From an optimization exercise on the open Yosys and OpenROAD flow, aimed at small area and a short achievable clock period; shortcuts taken in it are not production practice.
In this exercise RTL edits were held to simulation tests only and were not proved equivalent to the original.
No activity file was given, so power comes from the tool's default toggle rates.

==> design.v <==
`default_nettype none
package rename_pkg;
    typedef logic [5-1:0] areg_t;      
    typedef logic [6-1:0] preg_t;      
    typedef struct packed {
        areg_t rd;       
        areg_t rs1;      
        areg_t rs2;      
    } rename_req_t;
    typedef struct packed {
        preg_t prd;          
        preg_t old_prd;      
        preg_t prs1;         
        preg_t prs2;         
    } rename_rsp_t;
    typedef struct packed {
        areg_t rd;       
        preg_t prd;      
    } commit_t;
endpackage
`default_nettype wire
`default_nettype none
module hold_ao22 (
    input  logic s, sn, a, b,
    output logic y
);
    assign y = (s & a) | (sn & b);
endmodule
module cnt_sel3 (
    input  logic up, down, a, b, c,
    output logic y
);
    assign y = up ? a : (down ? b : c);
endmodule
`default_nettype wire
`default_nettype none
module map_inv (input logic a, output logic y);
    assign y = !a;
endmodule
module map_nand2 (input logic a, b, output logic y);
    assign y = !(a & b);
endmodule
module map_nand3 (input logic a, b, c, output logic y);
    assign y = !(a & b & c);
endmodule
module map_nand4 (input logic a, b, c, d, output logic y);
    assign y = !(a & b & c & d);
endmodule
module map_nor2 (input logic a, b, output logic y);
    assign y = !(a | b);
endmodule
module map_or8 (
    input  logic [3:0] s0, d0, s1, d1,
    output logic       y
);
    logic [3:0] t;
    assign t = ~((s0 & d0) | (s1 & d1));
    assign y = ~&t;
endmodule
module map_or7 (
    input  logic [2:0] s0, d0, s1, d1,
    input  logic       s2, d2,
    output logic       y
);
    logic [3:0] t;
    assign t[2:0] = ~((s0 & d0) | (s1 & d1));
    assign t[3]   = ~(s2 & d2);
    assign y = ~&t;
endmodule
module map_decode (
    input  rename_pkg::areg_t       a,
    output logic [32-1:1]   sel
);
    rename_pkg::areg_t an;           
    logic [3:0] lo_n;                
    logic [7:0] hi_n;                
    for (genvar b = 0; b < 5; b++) begin : g_inv
        map_inv u_inv (.a(a[b]), .y(an[b]));
    end
    for (genvar k = 0; k < 4; k++) begin : g_lo
        map_nand2 u_lo (
            .a ((k % 2) != 0 ? a[0] : an[0]),
            .b ((k / 2) != 0 ? a[1] : an[1]),
            .y (lo_n[k])
        );
    end
    for (genvar j = 0; j < 8; j++) begin : g_hi
        map_nand3 u_hi (
            .a ((j % 2) != 0 ? a[2] : an[2]),
            .b (((j / 2) % 2) != 0 ? a[3] : an[3]),
            .c ((j / 4) != 0 ? a[4] : an[4]),
            .y (hi_n[j])
        );
    end
    for (genvar i = 1; i < 32; i++) begin : g_sel
        map_nor2 u_sel (.a(hi_n[i / 4]), .b(lo_n[i % 4]), .y(sel[i]));
    end
endmodule
module map_read_bit (
    input  logic [32-1:1] sel,
    input  logic [32-1:1] d,
    output logic                  y
);
    logic [3:0]  p;      
    logic [1:0]  q;      
    for (genvar g = 0; g < 3; g++) begin : g_or8
        map_or8 u_p (
            .s0 ({sel[8*g + 7], sel[8*g + 5], sel[8*g + 3], sel[8*g + 1]}),
            .d0 ({d[8*g + 7],   d[8*g + 5],   d[8*g + 3],   d[8*g + 1]}),
            .s1 ({sel[8*g + 8], sel[8*g + 6], sel[8*g + 4], sel[8*g + 2]}),
            .d1 ({d[8*g + 8],   d[8*g + 6],   d[8*g + 4],   d[8*g + 2]}),
            .y  (p[g])
        );
    end
    map_or7 u_p3 (
        .s0 ({sel[29], sel[27], sel[25]}), .d0 ({d[29], d[27], d[25]}),
        .s1 ({sel[30], sel[28], sel[26]}), .d1 ({d[30], d[28], d[26]}),
        .s2 (sel[31]), .d2 (d[31]),
        .y  (p[3])
    );
    map_nor2  u_q0 (.a(p[0]), .b(p[1]), .y(q[0]));
    map_nor2  u_q1 (.a(p[2]), .b(p[3]), .y(q[1]));
    map_nand2 u_y  (.a(q[0]), .b(q[1]), .y(y));
endmodule
module map_read (
    input  logic [32-1:1]              sel,
    input  logic [32-1:1][6-1:0] tab,
    output rename_pkg::preg_t                  y
);
    for (genvar b = 0; b < 6; b++) begin : g_bit
        logic [32-1:1] d;
        for (genvar i = 1; i < 32; i++) begin : g_col
            assign d[i] = tab[i][b];
        end
        map_read_bit u_bit (.sel(sel), .d(d), .y(y[b]));
    end
endmodule
module map_nor3 (input logic a, b, c, output logic y);
    assign y = !(a | b | c);
endmodule
module map_and2 (input logic a, b, output logic y);
    assign y = a & b;
endmodule
module map_ao21 (input logic a, b, c, output logic y);
    assign y = (a & b) | c;
endmodule
module map_aoi21 (input logic a, b, c, output logic y);
    assign y = !((a & b) | c);
endmodule
module map_alloc (
    input  rename_pkg::areg_t rd,
    input  logic              valid,
    input  logic              nonempty,
    output logic              rd_nz,
    output logic              stall,
    output logic              alloc,
    output logic              alloc_n
);
    logic z_hi, z_lo;        
    logic s_hi, s_lo;        
    logic v;                 
    map_nor3  u_zhi   (.a(rd[4]), .b(rd[3]), .c(rd[2]), .y(z_hi));
    map_nor2  u_zlo   (.a(rd[1]), .b(rd[0]), .y(z_lo));
    map_nand2 u_nz    (.a(z_hi), .b(z_lo), .y(rd_nz));
    map_nor3  u_shi   (.a(rd[4]), .b(rd[3]), .c(rd[2]), .y(s_hi));
    map_nor2  u_slo   (.a(rd[1]), .b(rd[0]), .y(s_lo));
    map_aoi21 u_stall (.a(s_hi), .b(s_lo), .c(nonempty), .y(stall));
    map_and2  u_v     (.a(valid), .b(nonempty), .y(v));
    map_and2  u_al    (.a(v), .b(rd_nz), .y(alloc));
    map_nand2 u_aln   (.a(v), .b(rd_nz), .y(alloc_n));
endmodule
`default_nettype wire
`default_nettype none
`default_nettype wire
`default_nettype none
module rename_unit (
    input  logic        clk,
    input  logic        rst,
    input  logic        rename_valid,
    input  logic [14:0] rename_req,      
    output logic        rename_stall,
    output logic        rsp_valid,
    output logic [23:0] rename_rsp,      
    input  logic        commit_valid,
    input  logic [10:0] commit           
);
    localparam int FW = $clog2(32);
    rename_pkg::rename_req_t req;
    rename_pkg::commit_t     cmt;
    assign req = rename_req;
    assign cmt = commit;
    logic [32-1:1][6-1:0] spec_map;   
    rename_pkg::preg_t  fl [32];
    logic               park_pend;       
    logic [FW:0]        free_cnt;        
    logic               free_nonempty;
    logic [FW-1:0]      fresh_cnt;       
    logic               fresh_done;      
    rename_pkg::preg_t  rsp_prd, rsp_old, rsp_prs1, rsp_prs2;
    logic [32-1:1] sel_rs1, sel_rs2, sel_rd;
    logic               rd_nz;
    logic               accept;
    logic               alloc, alloc_n;
    logic               release_valid;
    rename_pkg::preg_t  head;            
    map_decode dec_rs1 (.a(req.rs1), .sel(sel_rs1));
    map_decode dec_rs2 (.a(req.rs2), .sel(sel_rs2));
    map_decode dec_rd  (.a(req.rd),  .sel(sel_rd));
    map_alloc alloc_i (
        .rd       (req.rd),
        .valid    (rename_valid),
        .nonempty (free_nonempty),
        .rd_nz    (rd_nz),
        .stall    (rename_stall),
        .alloc    (alloc),
        .alloc_n  (alloc_n)
    );
    assign accept        = rename_valid && (free_nonempty || !rd_nz);
    assign release_valid = commit_valid && (cmt.rd != '0);
    assign head = fresh_done ? fl[0] : rename_pkg::preg_t'({1'b1, fresh_cnt});
    rename_pkg::preg_t prs1, prs2, old_prd;
    map_read rd_rs1 (.sel(sel_rs1), .tab(spec_map), .y(prs1));
    map_read rd_rs2 (.sel(sel_rs2), .tab(spec_map), .y(prs2));
    map_read rd_rd  (.sel(sel_rd),  .tab(spec_map), .y(old_prd));
    rename_pkg::preg_t wr_one;           
    rename_pkg::preg_t wr_zero;          
    assign wr_one  = head | {6{rst}};
    assign wr_zero = head & {6{!rst}};
    logic map_wv;                        
    assign map_wv = rename_valid && free_nonempty;
    for (genvar i = 1; i < 32; i++) begin : g_map
        localparam rename_pkg::preg_t RST_VAL = rename_pkg::preg_t'(i);
        logic we, we_n;
        rename_pkg::preg_t d;
        map_ao21  u_we  (.a(map_wv), .b(sel_rd[i]), .c(rst), .y(we));
        map_aoi21 u_wen (.a(map_wv), .b(sel_rd[i]), .c(rst), .y(we_n));
        for (genvar b = 0; b < 6; b++) begin : g_bit
            hold_ao22 u_hold (
                .s  (we),
                .sn (we_n),
                .a  (RST_VAL[b] ? wr_one[b] : wr_zero[b]),
                .b  (spec_map[i][b]),
                .y  (d[b])
            );
        end
        always_ff @(posedge clk) begin
            spec_map[i] <= d;
        end
    end
    logic [FW:0] free_cnt_inc, free_cnt_dec;
    logic        cnt_up, cnt_down;
    assign free_cnt_inc = free_cnt + 1'b1;
    assign free_cnt_dec = free_cnt - 1'b1;
    assign cnt_up       = release_valid && !alloc;
    assign cnt_down     = alloc && !release_valid;
    logic [FW:0] free_cnt_d;
    logic        free_nonempty_d;
    for (genvar b = 0; b <= FW; b++) begin : g_cnt
        cnt_sel3 u_cnt (
            .up   (cnt_up),
            .down (cnt_down),
            .a    (free_cnt_inc[b]),
            .b    (free_cnt_dec[b]),
            .c    (free_cnt[b]),
            .y    (free_cnt_d[b])
        );
    end
    cnt_sel3 u_nonempty (
        .up   (cnt_up),
        .down (cnt_down),
        .a    (1'b1),
        .b    (free_cnt != (FW+1)'(1)),
        .c    (free_nonempty),
        .y    (free_nonempty_d)
    );
    always_ff @(posedge clk) begin
        if (rst) begin
            free_cnt      <= (FW+1)'(32);
            free_nonempty <= 1'b1;
        end else begin
            free_cnt      <= free_cnt_d;
            free_nonempty <= free_nonempty_d;
        end
    end
    always_ff @(posedge clk) begin
        if (rst) begin
            fresh_cnt  <= '0;
            fresh_done <= 1'b0;
        end else if (alloc && !fresh_done) begin
            fresh_cnt  <= fresh_cnt + 1'b1;
            fresh_done <= (fresh_cnt == FW'(32 - 1));
        end
    end
    always_ff @(posedge clk) begin
        if (rst) begin
            park_pend <= 1'b0;
        end else begin
            park_pend <= alloc;
        end
    end
    for (genvar i = 0; i < 32; i++) begin : g_fl
        rename_pkg::preg_t d;
        if (i == 32 - 1) begin : g_last
            always_comb d = park_pend ? rsp_old : fl[i];
        end else begin : g_rot
            rename_pkg::preg_t nxt;
            if (i == 32 - 2) begin : g_tail
                assign nxt = park_pend ? rsp_old : fl[i + 1];
            end else begin : g_body
                assign nxt = fl[i + 1];
            end
            for (genvar b = 0; b < 6; b++) begin : g_bit
                hold_ao22 u_hold (.s(alloc), .sn(alloc_n), .a(nxt[b]), .b(fl[i][b]), .y(d[b]));
            end
        end
        always_ff @(posedge clk) begin
            fl[i] <= d;
        end
    end
    always_ff @(posedge clk) begin
        if (rst) begin
            rsp_valid <= 1'b0;
        end else begin
            rsp_valid <= accept;
        end
    end
    always_ff @(posedge clk) begin
        rsp_prd  <= rd_nz ? head : 6'd0;
        rsp_old  <= old_prd;
        rsp_prs1 <= prs1;
        rsp_prs2 <= prs2;
    end
    assign rename_rsp = {rsp_prd, rsp_old, rsp_prs1, rsp_prs2};
endmodule
`default_nettype wire
==> flow/run.sh <==
#!/bin/bash
# The standard layout, with the port buffers built from a plain buffer
# cell (buf_4) instead of the delay-type buffer buffer_ports picks by default
set -euo pipefail
export BUFFER_PORTS_ARGS="-buffer_cell sky130_fd_sc_hd__buf_4"
bash standard.sh > standard.log 2>&1
==> standard.sh <==
#!/bin/bash
# synth_recipe.tcl (not shown) runs the flow's synth.tcl, then flattens the netlist and writes it again
# the make line also repeats each setting of config.mk as NAME=value (left out here)
make -C /OpenROAD-flow-scripts/flow DESIGN_CONFIG=/design/flow/config.mk WORK_HOME=/design/flow/orfs CLKGATE_MAP_FILE= SYNTH_SCRIPT=/design/flow/synth_recipe.tcl "${@:-finish}"
==> config.mk <==
export PLATFORM = sky130hd
export DESIGN_NAME = rename_unit
export DESIGN_NICKNAME = rename_unit
export VERILOG_FILES = /design/flow/design.v
export SDC_FILE = /design/flow/constraint.sdc
export NUM_CORES = 4
export LEC_CHECK = 0
export CAP_MARGIN = 20
export CORE_MARGIN = 2
export CORE_UTILIZATION = 50
export SETUP_SLACK_MARGIN = 2.0
export SLEW_MARGIN = 20
export SYNTH_HIERARCHICAL = 1
export SYNTH_MINIMUM_KEEP_SIZE = 0
==> constraint.sdc <==
create_clock -name core_clock -period 4.0 [get_ports {clk}]
set_input_delay 0.8000 -clock core_clock [delete_from_list [all_inputs] [get_ports {clk}]]
set_output_delay 0.8000 -clock core_clock [all_outputs]
set_load 0.01 [all_outputs]
==> results.sh, run 1 <==
export IMPL_run_status="finished clean"
export IMPL_setup_viol=0
export IMPL_synthToLayoutAreaGrowth_pct=18.4
export IMPL_numCtsBuffers=42
export IMPL_final_period_utilization_pct=52.6
export IMPL_number_of_pins_exceeding_their_max_slew_limit_in_the_final_report=0
export IMPL_clock_skew_ns=0.0233
export IMPL_arrival_ns=1.30
export IMPL_total_number_of_vias=14000
export IMPL_fraction_of_synthesized_area_in_multiplexers_pct=1.35
export IMPL_rows=65
export IMPL_rrSetupSlack_ns=2.15
export IMPL_worst_skew_pair_late_latency_ns=0.56
export IMPL_power_per_cell_area_nw_per_um2=562
export IMPL_num_antenna_cells=0
export IMPL_via_count_of_the_first_global_routing_pass=12800
export IMPL_post_route_drc_count=0
export IMPL_clock_tree_from_tritoncts="done"
export IMPL_hold_violations=0
export IMPL_synth_adder_area_share_pct=0.385
export IMPL_clk_root_buffer_cell="clkbuf_16"
export IMPL_synth_simple_gate_area_share_pct=9.27
export IMPL_max_clock_path_buffers=3
export IMPL_worstSetupEndpointType="output pin"
export IMPL_drt_antenna_violating_nets=0
export IMPL_antenna_violations_before_repair=0
export IMPL_ioPinCount=56
export IMPL_worst_setup_path_startpoint="rename_req[12]"
export IMPL_netlist_area_um2=16200
export IMPL_synth_fp_nets=1551
export IMPL_cts_htree_levels=2
export IMPL_critical_path_reg2reg_startpoint="free_nonempty"
export IMPL_yosysWarnings=9
export IMPL_depth_of_the_worst_register_to_register_path=6
export IMPL_synth_cell_types=35
export IMPL_timing_critical_path_fanout_max=3
export IMPL_max_freq_ghz=0.475
export IMPL_critical_path_class="input pin to output pin"
export IMPL_detail_route_wl_per_cell_um=24.9
export IMPL_maxCapViolations=0
export IMPL_final_net_count=1656
export IMPL_grt_overflow_total=0
export IMPL_yosys_area_share_xor_xnor_pct=0.540
export IMPL_io_buffer_count=49
export IMPL_crit_path_end="rename_stall"
export IMPL_die_area_um2=33900
export IMPL_grtUsageTotal_pct=29.8
export IMPL_postLayoutCoreUtil_pct=60.4
export IMPL_postSynthCellCount=1516
export IMPL_via_per_inst=6.72
export IMPL_finalWeightedCongestion=0.973
export IMPL_setup_tns_final_ns=0
export IMPL_placeableCoreArea_um2=31800
export IMPL_cellLeakagePower_uw=0.00749
export IMPL_rsz0062_at_grt="yes"
export IMPL_synth_largest_type_area_fraction_pct=51.4
export IMPL_compound_gate_fraction_of_synth_area_pct=36.4
export IMPL_yosysSeqAreaShare_pct=51.4
export IMPL_endpoint_of_the_worst_register_to_register_path="free_cnt[5]"
export IMPL_die_height_um=184
export IMPL_post_synthesis_sequential_element_count=417
export IMPL_synth_area_leader_cell="dfxtp_1"
export IMPL_post_route_cells_drive_above_1_share_pct=14.8
export IMPL_combinational_family_with_the_most_area_after_synthesis="compound AO/OA/AOI/OAI gates"
export IMPL_drt_iter0_markers=1730
export IMPL_synth_area_top_cells="dfxtp_1 51%, a22o_1 20%, a22oi_1 12%"
export IMPL_initial_core_util_pct=51.0
export IMPL_final_min_clock_period_ns=2.10
export IMPL_max_slew_margin_pct=52.7
export IMPL_setup_worst_path_start_class="input pin"
export IMPL_worst_slew_pin_slew_ns=0.707
export IMPL_cts_reportedPaths_clkPinSlew_ns=0.05
export IMPL_critPathRequiredTime_ns=3.20
export IMPL_grt_start_max_net_pins=89
export IMPL_vdd_drop_max_mv=0.431
export IMPL_dr_pass1_iters=6
export IMPL_worst_hold_path_type="flip-flop to flip-flop"
export IMPL_grt_pass1_wl_mm=77.0
export IMPL_detail_route_wirelength_mm=52.0
export IMPL_synth_avg_cell_area_um2=10.7
export IMPL_cts_num_sinks=417
export IMPL_dp_hpwl_mm=34.6
export IMPL_die_width_um=184
where the power goes:
group	internal [uW]	total, uW	switching, uW
clock	2730	4390	1650
combinational	598	1230	636
sequential	4760	5180	423
total	8090	10800	2710
logic make-up (layout without fill, tap and decap cells):
kind of cell,count (synthesis),after routing
adders and majority gates,5,5
and+or+nand+nor,320,323
muxes,21,21
other,1,1
xor gates and xnor gates,10,10
DFF,417,417
buffers and inverters,26,161
AOI/OAI and AO/OA,716,716
worst min path at each step:
stage / cells past startpoint / from / endpoint
final: 1 / fl[8][5] / fl[8][5]
after global routing: 1 / fl[25][4] / fl[25][4]
after CTS: 1 / fl[8][5] / fl[8][5]
after detailed placement: 1 / fl[25][4] / fl[25][4]
after global placement: 1 / fl[17][2] / fl[17][2]
after floorplan: 1 / fl[0][0] / fl[0][0]
flip-flops by register name (all words and copies together), names as in the netlist, 5 cells and up:
signal / cells
rsp_prs1: 6
fl: 192
free_cnt: 6
fresh_cnt: 5
rsp_prs2: 6
rsp_prd: 6
rsp_old: 6
spec_map: 186
per-stage QoR:
stage / setup WS [ns] / hold WS, ns / power [uW] / cell area (um2) / instances
finish: 1.90 / 0.467 / 10800 / 19200 / 2089
global route: 1.88 / 0.479 / 11200 / 19200 / 2089
CTS: 1.89 / 0.472 / 10800 / 19000 / 2088
detailed placement: 1.28 / 0.453 / 6430 / 17300 / 2006
global placement: 1.31 / 0.452 / 6380 / 17300 / 2006
floorplan: 1.01 / 0.439 / 5960 / 16300 / 1516
cell usage in the layout (no fill, tap or decap), types with 5 or more instances in the layout:
cell | synthesis | layout
bufinv_16 | 0 | 9
buf_4 | 1 | 55
a22o_1 | 372 | 372
a21oi_2 | 32 | 33
a222oi_1 | 18 | 18
a22oi_1 | 252 | 252
dfxtp_1 | 417 | 415
nand3_1 | 46 | 43
mux2i_1 | 14 | 13
clkbuf_8 | 0 | 9
nor2_2 | 0 | 27
nand2_2 | 0 | 7
nand2_1 | 40 | 28
nand2b_1 | 5 | 5
nor2_1 | 144 | 108
ha_1 | 5 | 5
mux2_2 | 6 | 6
nand2_4 | 0 | 5
nor2b_1 | 13 | 13
xnor2_1 | 6 | 6
inv_1 | 19 | 19
o21ai_1 | 7 | 7
nand4_1 | 55 | 55
nor2_4 | 0 | 9
a21o_1 | 31 | 31
clkbuf_16 | 0 | 43
modules after synthesis, one instance, submodules excluded, excerpt:
module     flops+latches  copies in the design  cells inside
map_and2               0                     2             1
map_nand2              0                    32             1
map_nand3              0                    24             1
map_or7                0                    18             4
map_ao21               0                    31             1
cnt_sel3               0                     7             3
map_or8                0                    54             5
metal layers:
metal | track usage, % | routed length (um) | up-vias | part of all wire (%)
met5 | 0 | 0 | - | 0
met4 | 12.4 | 2160 | 0 | 4.2
met3 | 4.47 | 3830 | 123 | 7.4
met2 | 45.3 | 23300 | 653 | 45
met1 | 42.4 | 22800 | 6852 | 44
li1 | - | - | 6420 | -
repair_timing:
action                                  in CTS  in global routing
hold buffers                                 0                  0
endpoints found under the setup margin     214                149
cloned                                       3                  1
setup buffers                                2                  0
pin swaps                                    2                  9
resized for setup                           18                 50
layout make-up:
cell class	instances	area (um2)
clock buffers	56	1210
clock inverters	21	374
fillers	2674	12600
inverters	19	71.3
multi-input cells	1076	8060
flip-flops and latches	417	8350
well taps	435	544
repair buffers	65	602
worst max-delay path, cell delays in order:
cell	delay (ns)
buf_12	0.11
nor3_4	0.18
a21oi_2	0.07
buf_4	0.14
Yosys cell counts:
cell,instances
a21boi_0,1
a21o_1,31
a21oi_1,2
a21oi_2,32
a222oi_1,18
a22o_1,372
a22oi_1,252
and2_1,4
and3_1,2
buf_4,1
clkbuf_1,6
conb_1,1
dfxtp_1,417
ha_1,5
inv_1,19
mux2_1,1
mux2_2,6
mux2i_1,14
nand2_1,40
nand2b_1,5
nand3_1,46
nand3b_1,2
nand4_1,55
nor2_1,144
nor2b_1,13
nor2b_4,1
nor3_1,2
nor3_2,2
nor3b_1,1
o21ai_1,7
o21ai_2,1
or2_2,2
or4_4,1
xnor2_1,6
xor2_1,4
==> run 2: changes to the inputs <==
--- a/config.mk
+++ b/config.mk
@@ -10,2 +10,4 @@
 export CORE_UTILIZATION = 50
+export CTS_CLUSTER_DIAMETER = 70
+export CTS_CLUSTER_SIZE = 24
 export SETUP_SLACK_MARGIN = 2.0
==> results.sh, run 2 <==
export IMPL_run_status="finished clean"
export IMPL_synth_most_common_cell="dfxtp_1"
export IMPL_detail_route_wirelength_mm=51.2
export IMPL_maxCapViolations=0
export IMPL_setup_viol=0
export IMPL_filler_cell_count=2746
export IMPL_critPathRequiredTime_ns=3.20
export IMPL_cts_num_sinks=417
export IMPL_worstSetupEndpointType="output pin"
export IMPL_via_count_of_the_first_global_routing_pass=12600
export IMPL_io_buffer_count=49
export IMPL_setup_worst_path_start_class="input pin"
export IMPL_cts_htree_levels=1
export IMPL_antenna_violations_before_repair=0
export IMPL_endpoint_of_the_worst_register_to_register_path="free_cnt[5]"
export IMPL_final_net_count=1640
export IMPL_cellLeakagePower_uw=0.00716
export IMPL_final_period_utilization_pct=52.5
export IMPL_die_height_um=184
export IMPL_arrival_ns=1.30
export IMPL_synth_top_flop_cell="dfxtp_1"
export IMPL_net_switching_power_uw=2570
export IMPL_synth_async_reset_ratio_pct=0
export IMPL_setup_tns_final_ns=0
export IMPL_synth_cell_types=35
export IMPL_post_synthesis_sequential_element_count=417
export IMPL_synth_area_leader_cell="dfxtp_1"
export IMPL_worst_setup_path_startpoint="rename_req[12]"
export IMPL_placeableCoreArea_um2=31800
export IMPL_rrSetupSlack_ns=2.15
export IMPL_largest_register_ffs=192
export IMPL_swShare_pct=27.3
export IMPL_regMostFlops="fl"
export IMPL_worst_hold_path_type="flip-flop to flip-flop"
export IMPL_finalWeightedCongestion=0.973
export IMPL_leading_cell_type_in_the_layout_fill_and_taps_excluded="dfxtp_1"
export IMPL_worst_skew_pair_late_latency_ns=0.57
export IMPL_pwr_share_comb_pct=13.0
export IMPL_total_number_of_vias=14000
export IMPL_hold_violations=0
export IMPL_rsz0062_at_grt="yes"
export IMPL_crit_path_end="rename_stall"
export IMPL_internal_power_uw=6820
export IMPL_depth_of_the_worst_register_to_register_path=6
export IMPL_yosysWarnings=9
export IMPL_postSynthCellCount=1516
export IMPL_ioPinCount=56
export IMPL_netlist_area_um2=16200
export IMPL_rows=65
export IMPL_grt_start_max_net_pins=89
export IMPL_grt_pass1_wl_mm=76.1
export IMPL_timing_critical_path_fanout_max=2
export IMPL_num_antenna_cells=0
export IMPL_drt_antenna_violating_nets=0
export IMPL_clk_root_buffer_cell="clkbuf_16"
export IMPL_cts_hold_fix_buffers=0
export IMPL_seqPwrFrac_pct=55.1
export IMPL_clock_tree_from_tritoncts="done"
export IMPL_max_clock_path_buffers=3
export IMPL_clock_skew_ns=0.0254
export IMPL_mostFrequentLayoutCells="415 x dfxtp_1, 372 x a22o_1, 252 x a22oi_1, 112 x nor2_1, 57 x buf_4"
export IMPL_synth_fp_nets=1551
export IMPL_drt_iter0_markers=1763
export IMPL_largest_registers="fl x192, spec_map x186"
export IMPL_cell_types_with_the_highest_counts_after_synthesis="417 x dfxtp_1, 372 x a22o_1, 252 x a22oi_1"
export IMPL_critical_path_reg2reg_startpoint="free_nonempty"
export IMPL_numCtsBuffers=26
export IMPL_initial_core_util_pct=51.0
export IMPL_number_of_pins_exceeding_their_max_slew_limit_in_the_final_report=0
export IMPL_synth_largest_type_area_fraction_pct=51.4
export IMPL_synth_edff_count=0
export IMPL_multi_input_area_um2=8000
export IMPL_post_route_drc_count=0
export IMPL_dp_worst_setup_slack_ns=1.28
export IMPL_worst_slew_pin_slew_ns=0.712
export IMPL_power_per_cell_area_nw_per_um2=507
export IMPL_synth_area_top_cells="dfxtp_1 51%, a22o_1 20%, a22oi_1 12%"
export IMPL_layout_setup_ws_ns=1.90
export IMPL_post_route_cells_drive_above_1_share_pct=12.8
export IMPL_critical_path_class="input pin to output pin"
export IMPL_die_width_um=184
export IMPL_detail_route_wl_per_cell_um=24.9
export IMPL_sequential_cell_area_um2=8350
export IMPL_grt_overflow_total=0
export IMPL_die_area_um2=33900
export IMPL_synth_avg_cell_area_um2=10.7
export IMPL_yosysSeqAreaShare_pct=51.4
export IMPL_clock_power_share_pct=31.8
export IMPL_vdd_drop_max_mv=0.419
export IMPL_cts_reportedPaths_clkPinSlew_ns=0.09
export IMPL_grtUsageTotal_pct=29.3
export IMPL_final_min_clock_period_ns=2.10
export IMPL_synthToLayoutAreaGrowth_pct=14.0
export IMPL_dr_pass1_iters=10
export IMPL_via_per_inst=6.79
export IMPL_max_slew_margin_pct=52.4
export IMPL_max_freq_ghz=0.476
export IMPL_dp_hpwl_mm=34.6
==> run 2: cell counts after synthesis <==
Identical to the previous run, type by type.
==> run 2: timing repair <==
action	CTS	global route
pin swaps	2	0
endpoints found under the setup margin	214	78
setup buffers	1	2
resized for setup	20	34
gates cloned	2	1
==> run 2: worst max-delay path: stages <==
cell	delay, ns
buf_12	0.11
nor3_4	0.18
a21oi_2	0.07
buf_4	0.14
==> run 2: per-module statistics from Yosys (local to each module, per instance), excerpt <==
module / cells / flip-flops and latches / times used / cell area [um2]
cnt_sel3: 3 / 0 / 7 / 18.8
hold_ao22: 1 / 0 / 372 / 8.76
map_and2: 1 / 0 / 2 / 6.26
map_ao21: 1 / 0 / 31 / 7.51
map_aoi21: 1 / 0 / 32 / 8.76
map_inv: 1 / 0 / 15 / 3.75
map_nand2: 1 / 0 / 32 / 3.75
map_nand3: 1 / 0 / 24 / 5.00
map_nor2: 1 / 0 / 131 / 3.75
map_nor3: 1 / 0 / 2 / 10.0
map_or7: 4 / 0 / 18 / 30.0
map_or8: 5 / 0 / 54 / 36.3
rename_unit: 512 / 417 / 1 / 9010
==> run 2: worst min-delay path by stage <==
stage,startpoint,to,cells past startpoint
final,fl[20][1],fl[20][1],1
after global placement,fl[17][2],fl[17][2],1
after floorplan,fl[0][0],fl[0][0],1
after detailed placement,fl[25][4],fl[25][4],1
after CTS,fl[0][5],fl[0][5],1
after global routing,fl[25][4],fl[25][4],1
==> run 2: logic make-up (layout without fill, tap and decap cells) <==
group / after synthesis / after routing / synth area share, %
mux: 21 / 21 / 1.35
simple gates: 320 / 322 / 9.27
other cells: 1 / 1 / 0.0231
xor+xnor: 10 / 10 / 0.540
buf+inv: 26 / 130 / 0.624
fa+ha+maj: 5 / 5 / 0.385
compound gates: 716 / 716 / 36.4
flops: 417 / 417 / 51.4
==> run 2: per-stage QoR <==
step | power (uW) | hold WS, ns | std cells | util, % | cell area, um2
finish | 9380 | 0.474 | 2057 | 58.2 | 18500
global route | 9800 | 0.487 | 2057 | 58.2 | 18500
CTS | 9430 | 0.479 | 2054 | 57.8 | 18400
detailed placement | 6430 | 0.453 | 2006 | 54.5 | 17300
global placement | 6380 | 0.452 | 2006 | 54.5 | 17300
floorplan | 5960 | 0.439 | 1516 | - | 16300
==> run 2: layer usage <==
metal / track usage, % / vias up / wire length [um]
li1: - / 6382 / -
met5: 0 / - / 0
met4: 12.4 / 0 / 2410
met2: 44.1 / 684 / 22300
met1: 41.9 / 6773 / 22300
met3: 4.43 / 138 / 4090
==> run 2: cell type report <==
class / count / area share [%]
Sequential cell: 417 / 45.1
Multi-Input combinational cell: 1075 / 43.2
Clock buffer: 30 / 3.82
Timing Repair Buffer: 66 / 3.35
Tap cell: 435 / 2.94
Clock inverter: 15 / 1.15
Inverter: 19 / 0.385
==> run 2: power groups by stage <==
stage / combinational [uW] / sequential (uW) / clock, uW
3_3_place_gp: 1140 / 5240 / 0
4_1_cts: 1210 / 5170 / 3060
6_report: 1220 / 5170 / 2980
3_5_place_dp: 1170 / 5250 / 0
5_1_grt: 1330 / 5250 / 3230
2_1_floorplan: 819 / 5140 / 0
==> run 3: changes to the inputs <==
--- a/config.mk
+++ b/config.mk
@@ -9,3 +9,3 @@
 export CORE_MARGIN = 2
-export CORE_UTILIZATION = 50
+export CORE_UTILIZATION = 60
 export CTS_CLUSTER_DIAMETER = 70
==> results.sh, run 3 <==
export IMPL_final_min_clock_period_ns=2.09
export IMPL_cpMaxStageDelayCell="nor3_4"
export IMPL_synth_adder_area_share_pct=0.385
export IMPL_final_period_utilization_pct=52.2
export IMPL_setup_viol=0
export IMPL_ioPinCount=56
export IMPL_yosys_area_share_xor_xnor_pct=0.540
export IMPL_mostFrequentLayoutCells="415 x dfxtp_1, 372 x a22o_1, 252 x a22oi_1, 123 x nor2_1, 57 x buf_4"
export IMPL_compound_gate_fraction_of_synth_area_pct=36.4
export IMPL_postSynthCellCount=1516
export IMPL_placeableCoreArea_um2=26700
export IMPL_clock_power_share_pct=30.1
export IMPL_synth_largest_type_area_fraction_pct=51.4
export IMPL_multi_input_area_um2=8000
export IMPL_clock_tree_from_tritoncts="done"
export IMPL_sequential_cell_area_um2=8350
export IMPL_yosysWarnings=9
export IMPL_drt_antenna_violating_nets=0
export IMPL_synth_async_reset_ratio_pct=0
export IMPL_leading_cell_type_in_the_layout_fill_and_taps_excluded="dfxtp_1"
export IMPL_die_width_um=168
export IMPL_synth_simple_gate_area_share_pct=9.27
export IMPL_cell_types_with_the_highest_counts_after_synthesis="417 x dfxtp_1, 372 x a22o_1, 252 x a22oi_1"
export IMPL_setup_worst_path_start_class="input pin"
export IMPL_synth_top_flop_cell="dfxtp_1"
export IMPL_post_route_cells_drive_above_1_share_pct=12.1
export IMPL_post_route_non_filler_standard_cell_count=1958
export IMPL_die_height_um=168
export IMPL_numCtsBuffers=25
export IMPL_synth_edff_count=0
export IMPL_max_clock_path_buffers=3
export IMPL_netlist_area_um2=16200
export IMPL_number_of_pins_exceeding_their_max_slew_limit_in_the_final_report=0
export IMPL_hold_violations=0
export IMPL_cts_num_sinks=417
export IMPL_timing_critical_path_fanout_max=2
export IMPL_cellLeakagePower_uw=0.00710
export IMPL_fraction_of_synthesized_area_in_multiplexers_pct=1.35
export IMPL_maxCapViolations=0
export IMPL_rsz0062_at_grt="yes"
export IMPL_total_number_of_vias=14200
export IMPL_seqPwrFrac_pct=56.5
export IMPL_clock_skew_ns=0.0378
export IMPL_post_route_drc_count=0
export IMPL_largest_registers="fl x192, spec_map x186"
export IMPL_synth_fp_nets=1551
export IMPL_yosysSeqAreaShare_pct=51.4
export IMPL_initial_core_util_pct=60.7
export IMPL_synth_area_leader_cell="dfxtp_1"
export IMPL_critical_path_max_stage_delay_ns=0.18
export IMPL_cts_htree_levels=1
export IMPL_io_buffer_count=49
export IMPL_worstSetupEndpointType="output pin"
export IMPL_swShare_pct=27.7
export IMPL_combinational_family_with_the_most_area_after_synthesis="compound AO/OA/AOI/OAI gates"
export IMPL_number_of_cells_in_the_design_after_placement=1909
export IMPL_detail_route_wirelength_mm=50.9
export IMPL_critPathRequiredTime_ns=3.20
export IMPL_clk_root_buffer_cell="clkbuf_16"
export IMPL_max_freq_ghz=0.479
export IMPL_num_antenna_cells=0
export IMPL_worst_skew_pair_late_latency_ns=0.57
export IMPL_die_area_um2=28400
export IMPL_setup_tns_final_ns=0
export IMPL_net_switching_power_uw=2550
export IMPL_synth_area_top_cells="dfxtp_1 51%, a22o_1 20%, a22oi_1 12%"
export IMPL_worst_hold_path_type="flip-flop to flip-flop"
export IMPL_rows=60
export IMPL_grt_start_max_net_pins=187
export IMPL_via_per_inst=7.25
export IMPL_synthToLayoutAreaGrowth_pct=12.4
export IMPL_crit_chain="buf_12 -> nor3_4 -> a21oi_2 -> buf_4"
export IMPL_grtUsageTotal_pct=34.1
export IMPL_power_per_cell_area_nw_per_um2=504
export IMPL_pwr_share_comb_pct=13.4
export IMPL_cts_reportedPaths_clkPinSlew_ns=0.09
export IMPL_grt_pass1_wl_mm=76.0
export IMPL_vdd_drop_max_mv=0.477
export IMPL_critical_path_class="input pin to output pin"
export IMPL_max_slew_margin_pct=31.9
export IMPL_detail_route_wl_per_cell_um=26.0
export IMPL_drt_iter0_markers=1872
export IMPL_antenna_violations_before_repair=1
export IMPL_rrSetupSlack_ns=2.08
export IMPL_internal_power_uw=6650
export IMPL_regMostFlops="fl"
export IMPL_synth_avg_cell_area_um2=10.7
export IMPL_final_net_count=1638
export IMPL_synth_cell_types=35
export IMPL_synth_most_common_cell="dfxtp_1"
export IMPL_filler_cell_count=2013
export IMPL_largest_register_ffs=192
export IMPL_dr_pass1_iters=6
export IMPL_finalWeightedCongestion=0.974
export IMPL_arrival_ns=1.29
export IMPL_post_synthesis_sequential_element_count=417
export IMPL_worst_slew_pin_slew_ns=1.02
export IMPL_grt_overflow_total=0
export IMPL_run_status="finished clean"
export IMPL_via_count_of_the_first_global_routing_pass=12900
export IMPL_dp_hpwl_mm=34.2
[run 3: power groups by stage]
stage / combinational, uW / sequential [uW] / clock, uW
after floorplan: 819 / 5140 / 0
after global placement: 1120 / 5230 / 0
after detailed placement: 1160 / 5260 / 0
after CTS: 1200 / 5180 / 2790
after global routing: 1330 / 5260 / 2930
final: 1230 / 5190 / 2770
[run 3: final timing paths]
kind / startpoint / to / cells after the start
worst min register to register: fl[7][4] / fl[6][4] / 1
worst max register to register: free_nonempty / free_cnt[5] / 6
worst max-delay path: rename_req[12] / rename_stall / 4
worst min-delay path: fl[7][4] / fl[6][4] / 1
[run 3: repair_timing]
item | CTS | global route
setup buffers | 2 | 2
resized for setup | 27 | 22
pin swaps | 2 | 3
hold buffers | 0 | 0
gates cloned | 3 | 1
setup endpoints to repair | 339 | 154
[run 3: kinds of logic after synthesis]
logic type | after synthesis
other cells | 1
flops | 417
fa+ha+maj | 5
simple gates | 320
buf+inv | 26
mux | 21
xor+xnor | 10
compound gates | 716
[run 3: worst max-delay path: cells and delay by family]
family / cells / cell delay (ns)
simple gates: 1 / 0.18
buf+inv: 2 / 0.25
compound gates: 1 / 0.06
[run 3: final cells by class]
| class | count | area share [%] |
|---|---|---|
| Tap cell | 341 | 2.34 |
| Sequential cell | 417 | 45.8 |
| Clock inverter | 12 | 0.864 |
| Timing Repair Buffer | 64 | 3.12 |
| Clock buffer | 29 | 3.62 |
| Multi-Input combinational cell | 1076 | 43.9 |
| Inverter | 19 | 0.391 |
[run 3: metal layers]
| layer | track usage, % | vias up | wire length [um] |
|---|---|---|---|
| met5 | 0 | - | 16 |
| met4 | 15.6 | 2 | 2560 |
| met3 | 5.59 | 140 | 4680 |
| met2 | 52.1 | 785 | 22300 |
| met1 | 47.8 | 6900 | 21300 |
| li1 | - | 6378 | - |
[run 3: through the flow]
| step | utilization (%) | hold slack (ns) | area, um2 | setup WS [ns] | total power, uW |
|---|---|---|---|---|---|
| 6_report | 68.2 | 0.472 | 18200 | 1.91 | 9190 |
| 5_1_grt | 68.2 | 0.486 | 18200 | 1.88 | 9510 |
| 4_1_cts | 67.9 | 0.476 | 18100 | 1.92 | 9170 |
| 3_5_place_dp | 64.2 | 0.453 | 17100 | 1.09 | 6430 |
| 3_3_place_gp | 64.2 | 0.452 | 17100 | 1.15 | 6350 |
| 2_1_floorplan | - | 0.439 | 16300 | 1.01 | 5960 |
[run 3: per-module statistics from Yosys (local to each module, per instance), a selection]
| module | area [um2] | times used | flops+latches |
|---|---|---|---|
| map_nand3 | 5.00 | 24 | 0 |
| map_inv | 3.75 | 15 | 0 |
| map_or8 | 36.3 | 54 | 0 |
| map_aoi21 | 8.76 | 32 | 0 |
| map_nor2 | 3.75 | 131 | 0 |
| rename_unit | 9010 | 1 | 417 |
| map_or7 | 30.0 | 18 | 0 |
==> run 4: changes to the inputs <==
--- a/config.mk
+++ b/config.mk
@@ -9,5 +9,5 @@
 export CORE_MARGIN = 2
-export CORE_UTILIZATION = 60
-export CTS_CLUSTER_DIAMETER = 70
-export CTS_CLUSTER_SIZE = 24
+export CORE_UTILIZATION = 50
+export CTS_CLUSTER_DIAMETER = 80
+export CTS_CLUSTER_SIZE = 30
 export SETUP_SLACK_MARGIN = 2.0
==> results.sh, run 4 <==
export IMPL_run_status="finished clean"
export IMPL_cts_num_sinks=417
export IMPL_largest_registers="fl x192, spec_map x186"
export IMPL_post_synthesis_sequential_element_count=417
export IMPL_setup_worst_path_start_class="input pin"
export IMPL_synth_area_leader_cell="dfxtp_1"
export IMPL_clk_root_buffer_cell="clkbuf_16"
export IMPL_grt_overflow_total=0
export IMPL_rows=65
export IMPL_synth_top_flop_cell="dfxtp_1"
export IMPL_drt_antenna_violating_nets=0
export IMPL_crit_path_end="rename_stall"
export IMPL_worst_slew_pin_slew_ns=0.691
export IMPL_postLayoutCoreUtil_pct=57.4
export IMPL_netlist_area_um2=16200
export IMPL_synthToLayoutAreaGrowth_pct=12.4
export IMPL_mostFrequentLayoutCells="415 x dfxtp_1, 372 x a22o_1, 252 x a22oi_1, 112 x nor2_1, 57 x buf_4"
export IMPL_cell_types_with_the_highest_counts_after_synthesis="417 x dfxtp_1, 372 x a22o_1, 252 x a22oi_1"
export IMPL_drt_iter0_markers=1759
export IMPL_vdd_drop_max_mv=0.412
export IMPL_via_per_inst=6.77
export IMPL_largest_register_ffs=192
export IMPL_grtUsageTotal_pct=29.0
export IMPL_final_min_clock_period_ns=2.10
export IMPL_synth_cell_types=35
export IMPL_postSynthCellCount=1516
export IMPL_regMostFlops="fl"
export IMPL_post_route_cells_drive_above_1_share_pct=12.2
export IMPL_die_height_um=184
export IMPL_worst_setup_path_startpoint="rename_req[12]"
export IMPL_cts_htree_levels=1
export IMPL_min_delay_path_depth=1
export IMPL_worst_skew_pair_late_latency_ns=0.55
export IMPL_rsz0062_at_grt="yes"
export IMPL_die_area_um2=33900
export IMPL_clock_skew_ns=0.0226
export IMPL_cellLeakagePower_uw=0.00704
export IMPL_ioPinCount=56
export IMPL_synth_edff_count=0
export IMPL_final_period_utilization_pct=52.4
export IMPL_synth_avg_cell_area_um2=10.7
export IMPL_number_of_pins_exceeding_their_max_slew_limit_in_the_final_report=0
export IMPL_critical_path_class="input pin to output pin"
export IMPL_rrSetupSlack_ns=2.13
export IMPL_worstSetupEndpointType="output pin"
export IMPL_setup_tns_final_ns=0
export IMPL_detail_route_wl_per_cell_um=25.0
export IMPL_die_width_um=184
export IMPL_depth_of_the_worst_register_to_register_path=6
export IMPL_total_number_of_vias=13800
export IMPL_synth_async_reset_ratio_pct=0
export IMPL_fin_worst_hold_slack_ns=0.474
export IMPL_max_freq_ghz=0.477
export IMPL_initial_core_util_pct=51.0
export IMPL_detail_route_wirelength_mm=51.1
export IMPL_via_count_of_the_first_global_routing_pass=12400
export IMPL_dp_worst_setup_slack_ns=1.28
export IMPL_endpoint_of_the_worst_register_to_register_path="free_cnt[5]"
export IMPL_critPathRequiredTime_ns=3.20
export IMPL_clock_tree_from_tritoncts="done"
export IMPL_layout_setup_ws_ns=1.90
export IMPL_cts_hold_fix_buffers=0
export IMPL_power_per_cell_area_nw_per_um2=485
export IMPL_filler_cell_count=2772
export IMPL_yosysWarnings=9
export IMPL_placeableCoreArea_um2=31800
export IMPL_numCtsBuffers=20
export IMPL_max_clock_path_buffers=3
export IMPL_maxCapViolations=0
export IMPL_cts_reportedPaths_clkPinSlew_ns=0.11
export IMPL_setup_viol=0
export IMPL_post_route_drc_count=0
export IMPL_io_buffer_count=49
export IMPL_critical_path_reg2reg_startpoint="free_nonempty"
export IMPL_grt_start_max_net_pins=89
export IMPL_dp_hpwl_mm=34.6
export IMPL_synth_fp_nets=1551
export IMPL_arrival_ns=1.30
export IMPL_hold_violations=0
export IMPL_synth_largest_type_area_fraction_pct=51.4
export IMPL_yosysSeqAreaShare_pct=51.4
export IMPL_antenna_violations_before_repair=0
export IMPL_grt_pass1_wl_mm=75.2
export IMPL_max_slew_margin_pct=53.8
export IMPL_leading_cell_type_in_the_layout_fill_and_taps_excluded="dfxtp_1"
export IMPL_dr_pass1_iters=6
export IMPL_finalWeightedCongestion=0.973
export IMPL_synth_area_top_cells="dfxtp_1 51%, a22o_1 20%, a22oi_1 12%"
export IMPL_num_antenna_cells=0
export IMPL_synth_most_common_cell="dfxtp_1"
export IMPL_timing_critical_path_fanout_max=2
export IMPL_final_net_count=1634
export IMPL_worst_hold_path_type="flip-flop to flip-flop"
[run 4: cell count changes in the layout (fill, tap and decap cells not counted), sizes merged]
cell      change
inv           +1
nand2         -1
clkinvlp      -2
bufinv        -1
buf           +2
clkinv        -3
clkbuf        -6
[run 4: cell families after synthesis]
| logic type | Yosys count | synth area share [%] |
|---|---|---|
| other | 1 | 0.0231 |
| XOR/XNOR | 10 | 0.540 |
| AO/OA/AOI/OAI | 716 | 36.4 |
| flip-flops | 417 | 51.4 |
| multiplexers | 21 | 1.35 |
| buffers and inverters | 26 | 0.624 |
| adder cells (fa/ha/maj) | 5 | 0.385 |
| AND/OR/NAND/NOR | 320 | 9.27 |
[run 4: final cells by class]
type	instances	area, um2	area share (%)
inverter	19	71.3	0.391
multi-input combinational	1075	8020	43.9
timing repair buffer	66	611	3.35
clock inverter	7	110	0.603
sequential	417	8350	45.8
clock buffer	23	543	2.98
tap	435	544	2.98
[run 4: worst min path at each step]
stage	startpoint	endpoint
2_1_floorplan	fl[0][0]	fl[0][0]
3_3_place_gp	fl[17][2]	fl[17][2]
3_5_place_dp	fl[25][4]	fl[25][4]
4_1_cts	fl[23][5]	fl[22][5]
5_1_grt	fl[23][5]	fl[22][5]
6_report	fl[23][5]	fl[22][5]
[run 4: metrics by stage]
step	cell area, um2	total power (uW)	std cells
global route	18200	9240	2042
floorplan	16300	5960	1516
global placement	17300	6380	2006
detailed placement	17300	6430	2006
finish	18200	8840	2042
CTS	18100	8880	2039
[run 4: layer usage]
layer  GRT usage [%]  part of all wire, %  vias up
met1            41.8                   44     6704
met3            4.58                  8.0      119
met2            43.7                   44      631
li1                -                    -     6363
met4            10.8                  4.0        0
met5               0                    0        -
[run 4: what timing repair did]
item | CTS | global route
endpoints found under the setup margin | 214 | 106
setup buffers | 1 | 2
pin swaps | 2 | 2
resized for setup | 21 | 38
gates cloned | 2 | 1
[run 4: power breakdown]
| part | internal, uW | switching, uW | leakage (uW) |
|---|---|---|---|
| Combinational | 597 | 627 | 0.00329 |
| Sequential | 4750 | 419 | 0.00343 |
| Clock | 1040 | 1410 | 0.000319 |
[run 4: Yosys stat by module, one instance, submodules excluded, a selection]
module	flops+latches	copies in the design	area [um2]
map_nor2	0	131	3.75
map_aoi21	0	32	8.76
cnt_sel3	0	7	18.8
rename_unit	417	1	9010
map_or8	0	54	36.3
map_nand2	0	32	3.75
map_and2	0	2	6.26
map_nand3	0	24	5.00
map_inv	0	15	3.75
map_nor3	0	2	10.0
map_or7	0	18	30.0
hold_ao22	0	372	8.76
[run 4: critical path: stages]
cell and delay, ns:
buf_12 0.11, nor3_4 0.18, a21oi_2 0.07, buf_4 0.14
==> run 5: changes to the inputs <==
--- a/design.v
+++ b/design.v
@@ -143,4 +143,5 @@
 endmodule
-module map_ao21 (input logic a, b, c, output logic y);
-    assign y = (a & b) | c;
+module map_ao21_2 (input logic a, b, c, output logic y, yn);
+    assign y  = (a & b) | c;
+    assign yn = !((a & b) | c);
 endmodule
@@ -234,4 +235,3 @@
         rename_pkg::preg_t d;
-        map_ao21  u_we  (.a(map_wv), .b(sel_rd[i]), .c(rst), .y(we));
-        map_aoi21 u_wen (.a(map_wv), .b(sel_rd[i]), .c(rst), .y(we_n));
+        map_ao21_2 u_we (.a(map_wv), .b(sel_rd[i]), .c(rst), .y(we), .yn(we_n));
         for (genvar b = 0; b < 6; b++) begin : g_bit
--- a/config.mk
+++ b/config.mk
@@ -9,5 +9,5 @@
 export CORE_MARGIN = 2
-export CORE_UTILIZATION = 50
-export CTS_CLUSTER_DIAMETER = 80
-export CTS_CLUSTER_SIZE = 30
+export CORE_UTILIZATION = 60
+export CTS_CLUSTER_DIAMETER = 70
+export CTS_CLUSTER_SIZE = 24
 export SETUP_SLACK_MARGIN = 2.0
==> results.sh, run 5 <==
export IMPL_cts_num_sinks=417
export IMPL_critPathRequiredTime_ns=3.20
export IMPL_depth_of_the_worst_register_to_register_path=4
export IMPL_clk_root_buffer_cell="clkbuf_16"
export IMPL_synth_most_common_cell="dfxtp_1"
export IMPL_worst_hold_path_type="flip-flop to flip-flop"
export IMPL_number_of_cells_in_the_design_after_placement=1908
export IMPL_largest_register_ffs=192
export IMPL_final_min_clock_period_ns=2.08
export IMPL_post_route_drc_count=0
export IMPL_io_buffer_count=49
export IMPL_critical_path_class="input pin to output pin"
export IMPL_die_height_um=168
export IMPL_grtUsageTotal_pct=35.0
export IMPL_post_synthesis_sequential_element_count=417
export IMPL_synth_area_leader_cell="dfxtp_1"
export IMPL_via_count_of_the_first_global_routing_pass=13000
export IMPL_synth_fp_nets=1551
export IMPL_postSynthCellCount=1516
export IMPL_power_per_cell_area_nw_per_um2=497
export IMPL_synth_avg_cell_area_um2=10.6
export IMPL_final_net_count=1644
export IMPL_min_delay_path_depth=1
export IMPL_detail_route_wirelength_mm=52.0
export IMPL_rsz0062_at_grt="yes"
export IMPL_number_of_pins_exceeding_their_max_slew_limit_in_the_final_report=0
export IMPL_finalWeightedCongestion=1.00
export IMPL_max_slew_margin_pct=54.3
export IMPL_mostFrequentLayoutCells="415 x dfxtp_1, 372 x a22o_1, 252 x a22oi_1, 110 x nor2_1, 64 x buf_4"
export IMPL_clock_tree_from_tritoncts="done"
export IMPL_multi_input_area_um2=7950
export IMPL_detail_route_wl_per_cell_um=26.6
export IMPL_cts_htree_levels=1
export IMPL_synth_top_flop_cell="dfxtp_1"
export IMPL_drt_iter0_markers=2115
export IMPL_arrival_ns=1.28
export IMPL_internal_power_uw=6560
export IMPL_regMostFlops="fl"
export IMPL_vdd_drop_max_mv=0.597
export IMPL_dr_pass1_iters=9
export IMPL_rows=59
export IMPL_maxCapViolations=0
export IMPL_worstSetupEndpointType="output pin"
export IMPL_placeableCoreArea_um2=26200
export IMPL_pwr_share_comb_pct=13.8
export IMPL_filler_cell_count=1975
export IMPL_worst_slew_pin_slew_ns=0.685
export IMPL_cell_types_with_the_highest_counts_after_synthesis="417 x dfxtp_1, 372 x a22o_1, 252 x a22oi_1"
export IMPL_initial_core_util_pct=61.5
export IMPL_grt_overflow_total=0
export IMPL_max_clock_path_buffers=3
export IMPL_die_area_um2=28200
export IMPL_synth_largest_type_area_fraction_pct=51.8
export IMPL_setup_tns_final_ns=0
export IMPL_via_per_inst=7.32
export IMPL_drt_antenna_violating_nets=0
export IMPL_grt_pass1_wl_mm=77.5
export IMPL_timing_critical_path_fanout_max=7
export IMPL_grt_start_max_net_pins=125
export IMPL_num_antenna_cells=0
export IMPL_post_route_non_filler_standard_cell_count=1952
export IMPL_max_freq_ghz=0.481
export IMPL_synthToLayoutAreaGrowth_pct=12.7
export IMPL_post_route_cells_drive_above_1_share_pct=11.3
export IMPL_antenna_violations_before_repair=0
export IMPL_worst_skew_pair_late_latency_ns=0.55
export IMPL_numCtsBuffers=23
export IMPL_synth_area_top_cells="dfxtp_1 52%, a22o_1 20%, a22oi_1 12%"
export IMPL_hold_violations=0
export IMPL_setup_worst_path_start_class="input pin"
export IMPL_yosysSeqAreaShare_pct=51.8
export IMPL_ioPinCount=56
export IMPL_run_status="finished clean"
export IMPL_net_switching_power_uw=2470
export IMPL_yosysWarnings=9
export IMPL_dp_hpwl_mm=34.5
export IMPL_seqPwrFrac_pct=57.6
export IMPL_final_period_utilization_pct=52.0
export IMPL_clock_skew_ns=0.0240
export IMPL_leading_cell_type_in_the_layout_fill_and_taps_excluded="dfxtp_1"
export IMPL_synth_edff_count=0
export IMPL_setup_viol=0
export IMPL_die_width_um=168
export IMPL_sequential_cell_area_um2=8350
export IMPL_largest_registers="fl x192, spec_map x186"
export IMPL_fin_worst_hold_slack_ns=0.475
export IMPL_total_number_of_vias=14300
export IMPL_swShare_pct=27.3
export IMPL_clock_power_share_pct=28.6
export IMPL_synth_cell_types=35
export IMPL_cts_reportedPaths_clkPinSlew_ns=0.09
export IMPL_synth_async_reset_ratio_pct=0
export IMPL_cellLeakagePower_uw=0.00709
export IMPL_netlist_area_um2=16100
[run 5: logic make-up (layout without fill, tap and decap cells)]
logic type / count (synthesis) / in the layout / synth area share (%)
AOI/OAI and AO/OA: 716 / 716 / 35.9
DFF: 417 / 417 / 51.8
and+or+nand+nor: 320 / 323 / 9.34
buffers and inverters: 26 / 124 / 0.629
muxes: 21 / 21 / 1.36
xor gates and xnor gates: 10 / 10 / 0.543
adders and majority gates: 5 / 5 / 0.388
other: 1 / 1 / 0.0233
[run 5: stage by stage]
stage / cell area [um2] / setup WS (ns) / utilization, % / total power, uW
6_report: 18200 / 1.92 / 69.3 / 9030
3_5_place_dp: 17100 / 1.35 / 65.2 / 6420
5_1_grt: 18200 / 1.88 / 69.3 / 9340
2_1_floorplan: 16200 / 1.01 / - / 5950
4_1_cts: 17900 / 1.92 / 68.5 / 8990
3_3_place_gp: 17100 / 1.39 / 65.2 / 6340
[run 5: power by group through the flow]
stage | Clock, uW | Sequential (uW) | Combinational (uW)
floorplan | 0 | 5140 | 810
global placement | 0 | 5230 | 1110
detailed placement | 0 | 5260 | 1160
CTS | 2610 | 5180 | 1190
global route | 2750 | 5260 | 1340
finish | 2580 | 5200 | 1250
[run 5: layout make-up]
cell class,instances,area share (%)
sequential,417,46.0
multi-input combinational,1076,43.8
timing repair buffer,72,3.59
clock buffer,25,3.21
tap,335,2.31
clock inverter,8,0.731
inverter,19,0.393
[run 5: per-layer routing]
layer	share of wire [%]	global-route usage, %	vias up
met5	0	0	-
met1	42	49.8	6939
met3	10	7.03	154
met2	43	53.0	838
li1	-	-	6363
met4	4.4	13.0	0
[run 5: worst paths after layout]
kind | slack (ns) | start | endpoint
worst max register to register | 2.05 | fresh_done | spec_map[141]
worst min-delay path | 0.48 | fl[27][0] | fl[27][0]
worst max-delay path | 1.92 | rename_req[13] | rename_stall
worst min register to register | 0.48 | fl[27][0] | fl[27][0]
[run 5: what timing repair did]
action,in CTS,in global routing
endpoints found under the hold margin,0,0
endpoints found under the setup margin,229,149
buffers inserted,2,5
pin swaps,2,6
hold buffers,0,0
gates resized for setup,23,45
gates cloned,2,2
[run 5: critical path, stage by stage]
cell	delay [ns]
buf_4	0.16
nor3_4	0.12
a21oi_2	0.06
buf_4	0.14
[run 5: Yosys stat by module, one instance, submodules excluded, a selection]
module | cells inside | area [um2] | copies in the design
cnt_sel3 | 3 | 18.8 | 7
map_aoi21 | 1 | 8.76 | 1
map_nand2 | 1 | 3.75 | 32
map_nand3 | 1 | 5.00 | 24
map_nor2 | 1 | 3.75 | 131
map_or8 | 5 | 36.3 | 54
==> run 6: changes to the inputs <==
--- a/config.mk
+++ b/config.mk
@@ -9,3 +9,3 @@
 export CORE_MARGIN = 2
-export CORE_UTILIZATION = 60
+export CORE_UTILIZATION = 70
 export CTS_CLUSTER_DIAMETER = 70
==> results.sh, run 6 <==
export IMPL_critPathRequiredTime_ns=3.20
export IMPL_clk_root_buffer_cell="clkbuf_16"
export IMPL_fraction_of_synthesized_area_in_multiplexers_pct=1.36
export IMPL_die_height_um=156
export IMPL_synth_top_flop_cell="dfxtp_1"
export IMPL_vdd_drop_max_mv=0.436
export IMPL_number_of_pins_exceeding_their_max_slew_limit_in_the_final_report=0
export IMPL_synth_async_reset_ratio_pct=0
export IMPL_maxCapViolations=0
export IMPL_synth_area_top_cells="dfxtp_1 52%, a22o_1 20%, a22oi_1 12%"
export IMPL_initial_core_util_pct=71.2
export IMPL_leading_cell_type_in_the_layout_fill_and_taps_excluded="dfxtp_1"
export IMPL_post_route_cells_drive_above_1_share_pct=11.6
export IMPL_postSynthCellCount=1516
export IMPL_worst_skew_pair_late_latency_ns=0.57
export IMPL_grt_overflow_total=0
export IMPL_power_per_cell_area_nw_per_um2=500
export IMPL_synthToLayoutAreaGrowth_pct=12.0
export IMPL_cts_hold_fix_buffers=0
export IMPL_rsz0062_at_grt="yes"
export IMPL_synth_edff_count=0
export IMPL_cts_reportedPaths_clkPinSlew_ns=0.09
export IMPL_cell_types_with_the_highest_counts_after_synthesis="417 x dfxtp_1, 372 x a22o_1, 252 x a22oi_1"
export IMPL_yosysSeqAreaShare_pct=51.8
export IMPL_cts_num_sinks=417
export IMPL_worst_slew_pin_slew_ns=0.691
export IMPL_yosysWarnings=9
export IMPL_ioPinCount=56
export IMPL_synth_cell_types=35
export IMPL_detail_route_wl_per_cell_um=30.0
export IMPL_yosys_area_share_xor_xnor_pct=0.543
export IMPL_clock_tree_from_tritoncts="done"
export IMPL_clock_skew_ns=0.0367
export IMPL_final_period_utilization_pct=52.1
export IMPL_synth_largest_type_area_fraction_pct=51.8
export IMPL_setup_worst_path_start_class="input pin"
export IMPL_hold_violations=0
export IMPL_grt_start_max_net_pins=187
export IMPL_filler_cell_count=1341
export IMPL_combinational_family_with_the_most_area_after_synthesis="compound AO/OA/AOI/OAI gates"
export IMPL_post_synthesis_sequential_element_count=417
export IMPL_final_net_count=1645
export IMPL_num_antenna_cells=0
export IMPL_max_clock_path_buffers=3
export IMPL_io_buffer_count=49
export IMPL_layout_setup_ws_ns=1.91
export IMPL_final_min_clock_period_ns=2.09
export IMPL_finalWeightedCongestion=1.05
export IMPL_via_count_of_the_first_global_routing_pass=14200
export IMPL_placeableCoreArea_um2=22600
export IMPL_detail_route_wirelength_mm=57.0
export IMPL_via_per_inst=8.02
export IMPL_die_width_um=156
export IMPL_arrival_ns=1.29
export IMPL_compound_gate_fraction_of_synth_area_pct=35.9
export IMPL_post_route_drc_count=0
export IMPL_drt_antenna_violating_nets=0
export IMPL_synth_most_common_cell="dfxtp_1"
export IMPL_largest_registers="fl x192, spec_map x186"
export IMPL_max_freq_ghz=0.480
export IMPL_cellLeakagePower_uw=0.00707
export IMPL_numCtsBuffers=22
export IMPL_max_slew_margin_pct=53.8
export IMPL_worst_hold_path_type="flip-flop to flip-flop"
export IMPL_dp_worst_setup_slack_ns=1.19
export IMPL_dr_pass1_iters=8
export IMPL_total_number_of_vias=15200
export IMPL_grt_pass1_wl_mm=80.8
export IMPL_timing_critical_path_fanout_max=2
export IMPL_setup_viol=0
export IMPL_netlist_area_um2=16100
export IMPL_synth_avg_cell_area_um2=10.6
export IMPL_critical_path_class="input pin to output pin"
export IMPL_rows=55
export IMPL_synth_fp_nets=1551
export IMPL_antenna_violations_before_repair=0
export IMPL_synth_adder_area_share_pct=0.388
export IMPL_run_status="finished clean"
export IMPL_regMostFlops="fl"
export IMPL_grtUsageTotal_pct=42.7
export IMPL_worstSetupEndpointType="output pin"
export IMPL_drt_iter0_markers=2659
export IMPL_synth_area_leader_cell="dfxtp_1"
export IMPL_setup_tns_final_ns=0
export IMPL_dp_hpwl_mm=33.6
export IMPL_die_area_um2=24300
export IMPL_rrSetupSlack_ns=1.99
export IMPL_mostFrequentLayoutCells="415 x dfxtp_1, 372 x a22o_1, 251 x a22oi_1, 103 x nor2_1, 66 x buf_4"
export IMPL_largest_register_ffs=192
export IMPL_cts_htree_levels=1
export IMPL_synth_simple_gate_area_share_pct=9.34
-- run 6: cell counts after synthesis --
Identical to the previous run, type by type.
-- run 6: layer usage --
| metal | routed length, um | track usage [%] | up-vias | part of all wire [%] |
|---|---|---|---|---|
| li1 | - | - | 6354 | - |
| met1 | 20800 | 55.1 | 7311 | 36 |
| met2 | 25200 | 66.9 | 1272 | 44 |
| met3 | 7520 | 11.1 | 290 | 13 |
| met4 | 3470 | 21.0 | 0 | 6.1 |
| met5 | 0 | 0 | - | 0 |
-- run 6: area by class of cell --
cell class	instances	area, um2	area share (%)
clock buffer	24	558	3.09
clock inverter	4	60.1	0.333
inverter	19	71.3	0.395
multi-input combinational	1076	8010	44.3
sequential	417	8350	46.3
tap	285	357	1.98
timing repair buffer	74	649	3.60
-- run 6: per-module statistics from Yosys, one instance, submodules excluded, excerpt --
module	cell area [um2]	copies in the design	flops+latches
rename_unit	9010	1	417
map_or8	36.3	54	0
map_or7	30.0	18	0
cnt_sel3	18.8	7	0
map_ao21_2	12.5	31	0
hold_ao22	8.76	372	0
map_aoi21	8.76	1	0
map_and2	6.26	2	0
map_nand2	3.75	32	0
map_inv	3.75	15	0
map_nor2	3.75	131	0
-- run 6: critical path, stage by stage --
cell	delay, ns
buf_12	0.10
nor3_4	0.17
a21oi_2	0.06
buf_4	0.14
-- run 6: worst paths after layout --
check                      start            to  cells after the start
setup / recovery  rename_req[12]  rename_stall                      4
hold / removal         fl[29][2]     fl[29][2]                      1
setup reg to reg   free_nonempty  fresh_cnt[3]                      5
hold reg to reg        fl[29][2]     fl[29][2]                      1
-- run 6: stage by stage --
step	utilization (%)	cell area, um2	total power (uW)	hold WS (ns)	instances
after floorplan	-	16200	5950	0.439	1516
after global placement	74.9	17000	6330	0.452	1852
after detailed placement	74.9	17000	6440	0.454	1852
after CTS	78.4	17800	8820	0.482	1888
after global routing	79.7	18100	9250	0.497	1899
final	79.7	18100	9020	0.483	1899
-- run 6: cell families (layout without fill, tap and decap cells) --
logic type / Yosys count / after routing
AO/OA/AOI/OAI: 716 / 716
XOR/XNOR: 10 / 10
adder cells (fa/ha/maj): 5 / 5
buffers and inverters: 26 / 121
flip-flops: 417 / 417
multiplexers: 21 / 21
other: 1 / 1
AND/OR/NAND/NOR: 320 / 323
-- run 6: power by group --
part / internal [uW] / total (uW) / switching (uW)
combinational: 608 / 1330 / 725
clock: 1030 / 2410 / 1380
sequential: 4760 / 5280 / 529
-- run 6: repair_timing --
item | in CTS | in global routing
endpoints found under the setup margin | 297 | 368
buffers inserted | 5 | 10
pin swaps | 2 | 8
gates cloned | 3 | 1
hold endpoints to repair | 0 | 0
gates resized for setup | 24 | 59

separate check: timing with driven ports:
Ports are ideal in the flow. The routed layouts listed here were re-timed in OpenROAD. Step 1, drivers: a clkbuf_16 drives clk and a buf_2 each remaining input, both assumed. Step 2 times the ports against the registers' clock, not the clock port: input delays grow and output delays shrink by t, the midpoint of the rising clock arrivals with the driver on. Slacks: ideal ports / drivers / drivers and shift; pairs: ideal ports / drivers.
run | t (ns) | setup WS [ns] | hold slack, ns | worst setup path at the end | pins driven straight from the clock port
run 1 | 0.599 | 1.895 / 1.844 / 1.352 | 0.467 / 0.467 / 0.467 | input to register | 1
run 2 | 0.609 | 1.900 / 1.840 / 1.345 | 0.474 / 0.474 / 0.474 | input to register | 1
run 3 | 0.599 | 1.913 / 1.866 / 1.389 | 0.472 / 0.472 / 0.472 | input to register | 1
run 4 | 0.595 | 1.903 / 1.851 / 1.389 | 0.474 / 0.474 / 0.474 | input to register | 1
run 5 | 0.591 | 1.921 / 1.872 / 1.390 | 0.475 / 0.475 / 0.475 | input to register | 1
run 6 | 0.599 | 1.915 / 1.856 / 1.380 | 0.483 / 0.483 / 0.483 | input to register | 1
After both steps setup and hold are still met in every run listed. The setup slack of run 2, which loses most, moves by -0.060 ns with the drivers and by -0.555 ns with both steps.
